Source: an optimization exercise on an open RTL-to-GDS flow (aim: small area, a short achievable clock period and few clock cycles per item). Production flows keep margins and buffers that such runs may drop.
In this exercise RTL edits were held to simulation tests only and were not proved equivalent to the original.
Power figures rest on the tool's default switching activity, not on a simulated workload.

### design/flow/design.v
`timescale 1ns/1ps
module dijkstra_top
(
    input  logic    clk,
    input  logic    reset,
    input  logic    edge_valid,
    input  logic [4-1:0]   node_count,
    input  logic [4-1:0]   edge_src,
    input  logic [4-1:0]   edge_dst,
    input  logic [4-1:0] edge_weight,
    input  logic    edge_last,
    input  logic    dist_ready,
    output logic    edge_ready,
    output logic    dist_valid,
    output logic [4-1:0]   dist_node,
    output logic [8-1:0]   dist_value,
    output logic    dist_last
);
    localparam int NE = 24;
    localparam int NN = 16;
    localparam logic [7:0] INF = 8'd255;
    logic       fire;
    logic [4:0] wslot;
    logic       in_v;
    logic [4:0] in_slot;
    logic [3:0] in_a, in_b;
    logic       done;              
    logic [3:0] ea [NE];           
    logic [3:0] eb [NE];           
    logic [3:0] ew [NE];           
    logic [NE-1:0] evalid;         
    logic [NE-1:0] dirty;
    logic [4:0] cnt;               
    logic       loaded;            
    logic [3:0] load_last_node;
    logic       dinit;             
    logic [7:0] d [NN];
    logic       fv;
    logic [4:0] fk;
    logic [3:0] fa, fb, fw;
    logic       rv, rok;
    logic [4:0] rk;
    logic [3:0] ra, rb, rw;
    logic [7:0] rda, rdb;
    logic [4:0] rr;                
    logic [3:0] s_idx, s_last_node;
    logic [NN-1:0] own;
    always_comb for (int i = 0; i < NN; i++) own[i] = (i == 0) || !dist_valid || (4'(i) < s_idx);
    logic [NE-1:0] hi_mask, cand_hi;
    logic          any_dirty, any_hi;
    logic [4:0]    pick_lo, pick_hi, pick;
    always_comb begin
        for (int j = 0; j < NE; j++) hi_mask[j] = (5'(j) >= rr);
        cand_hi   = dirty & hi_mask;
        any_dirty = |dirty;
        any_hi    = |cand_hi;
        pick_lo = '0;
        for (int j = NE-1; j >= 0; j--) if (dirty[j]) pick_lo = 5'(j);
        pick_hi = '0;
        for (int j = NE-1; j >= 0; j--) if (cand_hi[j]) pick_hi = 5'(j);
        pick = any_hi ? pick_hi : pick_lo;
    end
    wire do_pick = any_dirty;
    function automatic logic improves(input logic [7:0] dto, input logic [7:0] dfrom,
                                      input logic [3:0] w);
        logic [9:0] x, y, z, s, c;
        logic [10:0] t;
        x = {2'b00, dto};
        y = {2'b11, ~dfrom};
        z = {6'b111111, ~w};
        s = x ^ y ^ z;
        c = {(x[8:0] & y[8:0]) | (x[8:0] & z[8:0]) | (y[8:0] & z[8:0]), 1'b0};
        t = {s, 1'b1} + {c, 1'b1};     
        improves = ~t[10];
    endfunction
    logic [8:0] ca, cb;            
    logic       upd_a, upd_b, chg, bounce;
    logic [3:0] wnode;
    logic [7:0] wval;
    always_comb begin
        cb = {1'b0, rda} + {5'b0, rw};
        ca = {1'b0, rdb} + {5'b0, rw};
        upd_b  = rv && rok && improves(rdb, rda, rw);
        upd_a  = rv && rok && improves(rda, rdb, rw);    
        chg    = upd_a || upd_b;
        bounce = rv && !rok;
        wnode  = upd_b ? rb : ra;
        wval   = upd_b ? cb[7:0] : ca[7:0];
    end
    logic [NE-1:0] mark;
    always_comb begin
        for (int j = 0; j < NE; j++)
            mark[j] = chg && evalid[j] && (ea[j] == wnode || eb[j] == wnode) &&
                      !(rk == 5'(j)) && !(fv && fk == 5'(j));
    end
    logic [7:0] fda, fdb;
    always_comb begin
        if (upd_b && rb == fa)      fda = cb[7:0];
        else if (upd_a && ra == fa) fda = ca[7:0];
        else                        fda = d[fa];
        if (upd_b && rb == fb)      fdb = cb[7:0];
        else if (upd_a && ra == fb) fdb = ca[7:0];
        else                        fdb = d[fb];
    end
    logic [NN-1:0] reached;
    always_comb for (int i = 0; i < NN; i++) reached[i] = own[i] && (d[i] != INF);
    logic new_dirty;
    always_comb new_dirty = reached[in_a] || reached[in_b] ||
                            (upd_a && (in_a == ra || in_b == ra)) ||
                            (upd_b && (in_a == rb || in_b == rb));
    always_comb for (int j = 0; j < NE; j++) evalid[j] = 5'(j) < cnt;
    wire pdone  = loaded && !done && !in_v && !any_dirty && !fv && !(|mark) && !bounce &&
                  !dist_valid;
    assign fire  = edge_valid && edge_ready;
    assign wslot = done ? 5'd0 : cnt;
    wire s_fire = dist_valid && dist_ready;
    always_ff @(posedge clk) begin
        if (!reset) begin
            in_v       <= 1'b0;
            done       <= 1'b0;
            edge_ready <= 1'b1;
            dirty      <= '0;
            cnt        <= '0;
            loaded     <= 1'b0;
            dinit      <= 1'b1;
            fv         <= 1'b0;
            rv         <= 1'b0;
            rr         <= '0;
            dist_valid <= 1'b0;
        end else begin
            dinit <= 1'b0;
            in_v <= fire;
            done <= pdone;
            if (pdone) edge_ready <= 1'b1;
            if (fire && edge_last) edge_ready <= 1'b0;
            if (done) begin
                cnt    <= fire ? 5'd1 : 5'd0;
                loaded <= fire && edge_last;
            end else if (fire) begin
                cnt <= cnt + 1'b1;
                if (edge_last) loaded <= 1'b1;
            end
            for (int j = 0; j < NE; j++) begin
                if (do_pick && pick == 5'(j))
                    dirty[j] <= 1'b0;
                else if (mark[j] || (bounce && rk == 5'(j)))
                    dirty[j] <= 1'b1;
            end
            if (in_v) dirty[in_slot] <= new_dirty;
            fv <= do_pick;
            rv <= fv;
            if (do_pick) rr <= (pick == 5'(NE-1)) ? 5'd0 : pick + 1'b1;
            if (done) begin
                dirty       <= '0;
                dist_valid  <= 1'b1;
                s_idx       <= '0;
                s_last_node <= load_last_node;
                dist_last   <= 1'b0;
                dist_value  <= 8'd0;            
            end else if (s_fire) begin
                if (dist_last) dist_valid <= 1'b0;
                s_idx      <= s_idx + 1'b1;
                dist_last  <= (s_idx + 1'b1) == s_last_node;
                dist_value <= d[s_idx + 1'b1];
            end
        end
    end
    always_ff @(posedge clk) begin
        in_a    <= edge_src;
        in_b    <= edge_dst;
        in_slot <= wslot;
        if (fire) begin
            ea[wslot] <= edge_src;
            eb[wslot] <= edge_dst;
            ew[wslot] <= edge_weight;
            load_last_node <= node_count - 1'b1;
        end
        if (do_pick) begin
            fk <= pick;
            fa <= ea[pick];
            fb <= eb[pick];
            fw <= ew[pick];
        end
        if (fv) begin
            rk  <= fk;
            ra  <= fa;
            rb  <= fb;
            rw  <= fw;
            rda <= fda;
            rdb <= fdb;
            rok <= own[fa] && own[fb];
        end
        d[0] <= 8'd0;
        for (int i = 1; i < NN; i++) begin
            if (dinit)
                d[i] <= INF;
            else if (chg && wnode == 4'(i))
                d[i] <= wval;
            else if (dist_valid && s_idx == 4'(i))
                d[i] <= INF;           
        end
    end
    assign dist_node = s_idx;
endmodule
### design/flow/constraint.sdc
create_clock -name core_clock -period 12.0 [get_ports {clk}]
set_input_delay 2.4000 -clock core_clock [delete_from_list [all_inputs] [get_ports {clk}]]
set_output_delay 2.4000 -clock core_clock [all_outputs]
set_load 0.01 [all_outputs]
### design/flow/run.sh
#!/bin/bash
# synth_recipe.tcl (not shown) runs the flow's synth.tcl, then flattens the netlist and writes it again
# the make line also repeats each setting of config.mk as NAME=value (left out here)
make -C /OpenROAD-flow-scripts/flow DESIGN_CONFIG=/design/flow/config.mk WORK_HOME=/design/flow/orfs CLKGATE_MAP_FILE= SYNTH_SCRIPT=/design/flow/synth_recipe.tcl finish
### design/flow/config.mk
export PLATFORM = sky130hd
export DESIGN_NAME = dijkstra_top
export DESIGN_NICKNAME = dijkstra_top
export VERILOG_FILES = /design/flow/design.v
export SDC_FILE = /design/flow/constraint.sdc
export NUM_CORES = 4
export LEC_CHECK = 0
export CAP_MARGIN = 50
export CORE_MARGIN = 2
export CORE_UTILIZATION = 40
export SLEW_MARGIN = 70
==> impl_results.md <==
* Layout area overhead at 15.61%
* # IOs at 36
* Resized cells post-CTS at 0
* Worst vdd ir at 0.1191 mV
* Final period util at 39.25%
* Hold buffers post-CTS at 0
* # DRC at 0
* Final antenna-violating net count at 0
* Synth unique cells at 102
* Hold Fails Final Rpt at 0
* Clk pwr share at 45.7%
* P_leak at 13.80 nW
* Final setup fails at 0
* Logic pwr share at 7.6%
* Latest clock arrival within the worst-skew pair at 690 ps
* Flop pwr share at 46.7%
* Net Switching at 1.074 mW
* Multi-input gate area at 19080 um2
* Post-synth EDFFs at 360
* Most common cell after layout, fill and taps aside: edfxtp_1
* CP startpoint: rw[1]
* Hold Path Class: reg -> reg
* Htree depth at 2
* Filler cells at 7913
* Critical Path Start Type: register
* Slowest stage delay, CP at 470 ps
* R2R Path End: edge_ready
* # placed instances at 4634
* Synth Instances at 3574
* Vias in the first global route at 29768
* Fin Setup TNS at 0 ps
* FF/Latch Area at 14360 um2
* CTS tree: built
* Max-cap violation count at 0
* Final Util at 46.76%
* Initial DRC Count at 4070
* Design area at 39200 um2
* Row cnt at 106
* Final min period at 4710 ps
* Die Ht at 295.1 um
* Total Routing Usage GR at 33.46%
* Post-synthesis sequential area ratio at 42.22%
* Flop2flop setup slack at 7290 ps
* Area contributors post-synth: edfxtp_1, dfxtp_1, mux2i_1
* Share of cells above drive strength 1 at 18.15%
* CP Class: reg -> reg
* Synthesized Nets at 3659
* Rel. slew slack at 66.23%
* Synth Cell Area at 33900 um2
* Reg2reg start: rw[1]
* CTS buffer count at 59
* Most frequent cells in the layout: edfxtp_1, nand2_1, nor2_1, a21oi_1, mux2i_1
* Setup bufs post-CTS at 0
* Worst Path Required at 12560 ps
* Non-filler cells, final at 4757
* Wire length per cell at 31.33 um
* Clock-pin slew on the worst setup and hold paths at 70 ps
* Sw Ratio at 24.96%
* Status: no timing/DRC/antenna violations
* First-pass GRT wire length at 213400 um
* Largest net degree at the start of global routing at 56
* Crit path capture type: register
* RSZ-0062 raised after global routing: false
* Pre-CTS WS at 7150 ps
* Worst Hold Margin at 419.5 ps
* 1st-pass router iterations at 8
* Cell-by-cell trace of the critical path: inv_1, fa_1, ha_1, a211oi_2, o21a_4, o21ai_4, buf_8, buf_12, buf_12, a2111oi_2, o221ai_2, a2111oi_1, buf_4, a221oi_1, and4_1, nand4_1, o21ai_1
* Core Area at 83820 um2
* P per Cell Area at 109.8 nW/um2
* Total power draw at 4.303 mW
* Die width at 295.1 um
* Initial core utilization at 40.45%
* Max Freq at 0.2123 GHz
* Setup ws final at 7290 ps
* Pins Over Slew Limit at 0
* Final nets at 3654
* Crit path buffers/inverters at 5
* Die area at 87100 um2
* Grt ovf at 0
* Int Power at 3.229 mW
* Via-per-instance ratio at 6.646
* Hpwl dp at 104100 um
* CP Max Fanout at 32
* Routability cong. at 1.071
* Reg2Reg Depth at 17
* Most used cell, CP: buf_12
* Critical path arrival at 5270 ps
* Vias post-DR at 31614
* Initial antenna violation count at 9
* Max Buffers Root-to-Sink at 3
* Critical path depth at 17
* Final wirelength at 149000 um
* Setup Skew at 71.64 ps
* Worst slew pin tran at 503.5 ps
* PortBufs at 35
* Post-Syn Area per Cell at 9.486 um2
* Root Buffer: clkbuf_16
* Top Family by Delay on Critical Path: compound AO/OA/AOI/OAI gates
* Crit path capture: edge_ready
* Synth top area share at 31.89%
* Slowest-stage cell, CP: fa_1
* Synth area leader: edfxtp_1
* FFs w/ async S/R, synth at 0%
* Yosys reg bits at 535
* Synth Flop Type: edfxtp_1
* Clock sinks at 535
* Post-DP Area at 36860 um2
* Ys Warns at 2
==> synth_stat cells (103+ instances only) <==
| cell type | number |
|---|---|
| edfxtp_1 | 360 |
| nand2_1 | 267 |
| nor2_1 | 257 |
| a21oi_1 | 207 |
| dfxtp_1 | 175 |
| mux2i_1 | 167 |
| clkbuf_1 | 158 |
| nor3_1 | 149 |
| inv_1 | 129 |
| o21ai_0 | 116 |
| or2_2 | 116 |
| nand3_1 | 103 |
==> registers in the layout (all words and copies together), names as in the netlist, 5 cells and up <==
register	count
d	120
ea	96
eb	96
ew	96
dirty	24
dist_value	8
rda	8
rdb	8
cnt	5
fk	5
in_slot	5
rk	5
rr	5
==> power by group through the flow <==
stage / Clock [mW] / Sequential (mW) / Combinational [mW]
after floorplan: 0 / 2.04 / 0.172
after global placement: 0 / 2.05 / 0.288
after detailed placement: 0 / 2.05 / 0.312
after CTS: 1.98 / 2.01 / 0.314
after global routing: 2.06 / 2.01 / 0.342
final: 1.96 / 2.01 / 0.329
==> kinds of logic after synthesis <==
logic type	synth area share, %
XOR/XNOR	4.237
AO/OA/AOI/OAI	20.83
adder cells (fa/ha/maj)	2.583
AND/OR/NAND/NOR	17.98
buffers and inverters	4.886
multiplexers	7.267
flip-flops	42.22
==> how the worst min path moves through the flow <==
stage / start / end / slack, ps / depth (start not counted)
3_5_place_dp: load_last_node[3] / s_last_node[3] / 410 / 0
3_3_place_gp: load_last_node[3] / s_last_node[3] / 400 / 0
6_report: load_last_node[2] / s_last_node[2] / 420 / 0
2_1_floorplan: fw[0] / rw[0] / 400 / 0
4_1_cts: load_last_node[2] / s_last_node[2] / 420 / 0
5_1_grt: load_last_node[2] / s_last_node[2] / 420 / 0
==> layer usage <==
layer	wire length, um	vias up	global-route usage (%)
met4	12540	8	22.88
met5	53	-	0
met3	15910	632	7.473
met2	64140	2153	50.94
met1	56400	15206	42.43
li1	-	13615	-
==> layout make-up <==
cell class	instances	share of cell area, %
Sequential cell	535	36.62
Clock buffer	69	3.914
Tap cell	1134	3.620
Antenna cell	3	0.01915
Inverter	137	1.382
Clock inverter	43	1.360
Timing Repair Buffer	194	4.408
Multi-Input combinational cell	2642	48.67
Testbench counts, summed over its fixed seeds: cycles 12,459, jobs 320.

==> what the ideal ports hide <==
The results above use ideal ports. As a check the final layout listed here was re-extracted and re-timed, cells and wires unchanged.
Step 1: set_driving_cell puts a clkbuf_16 on clk and a buf_2 on each other input, an assumption about the parent block.
Step 2 adds t to the input delays and takes it off the output delays; t is the mean of the earliest and latest rising clock arrival at the registers after step 1. Input paths then give back, and output paths get back, about the clock's delay inside the block.
a / b / c = ideal / step 1 / step 2; a / b = the first two.
shift t [ns]: 0.724
slack for setup (ns): 7.290 / 7.290 / 7.093
worst data-port slew with drivers (ns): 0.09
After both steps setup and hold are still met in this run. For this run, drivers alone change the setup slack by 0.000 ns; drivers and shift together by -0.197 ns.
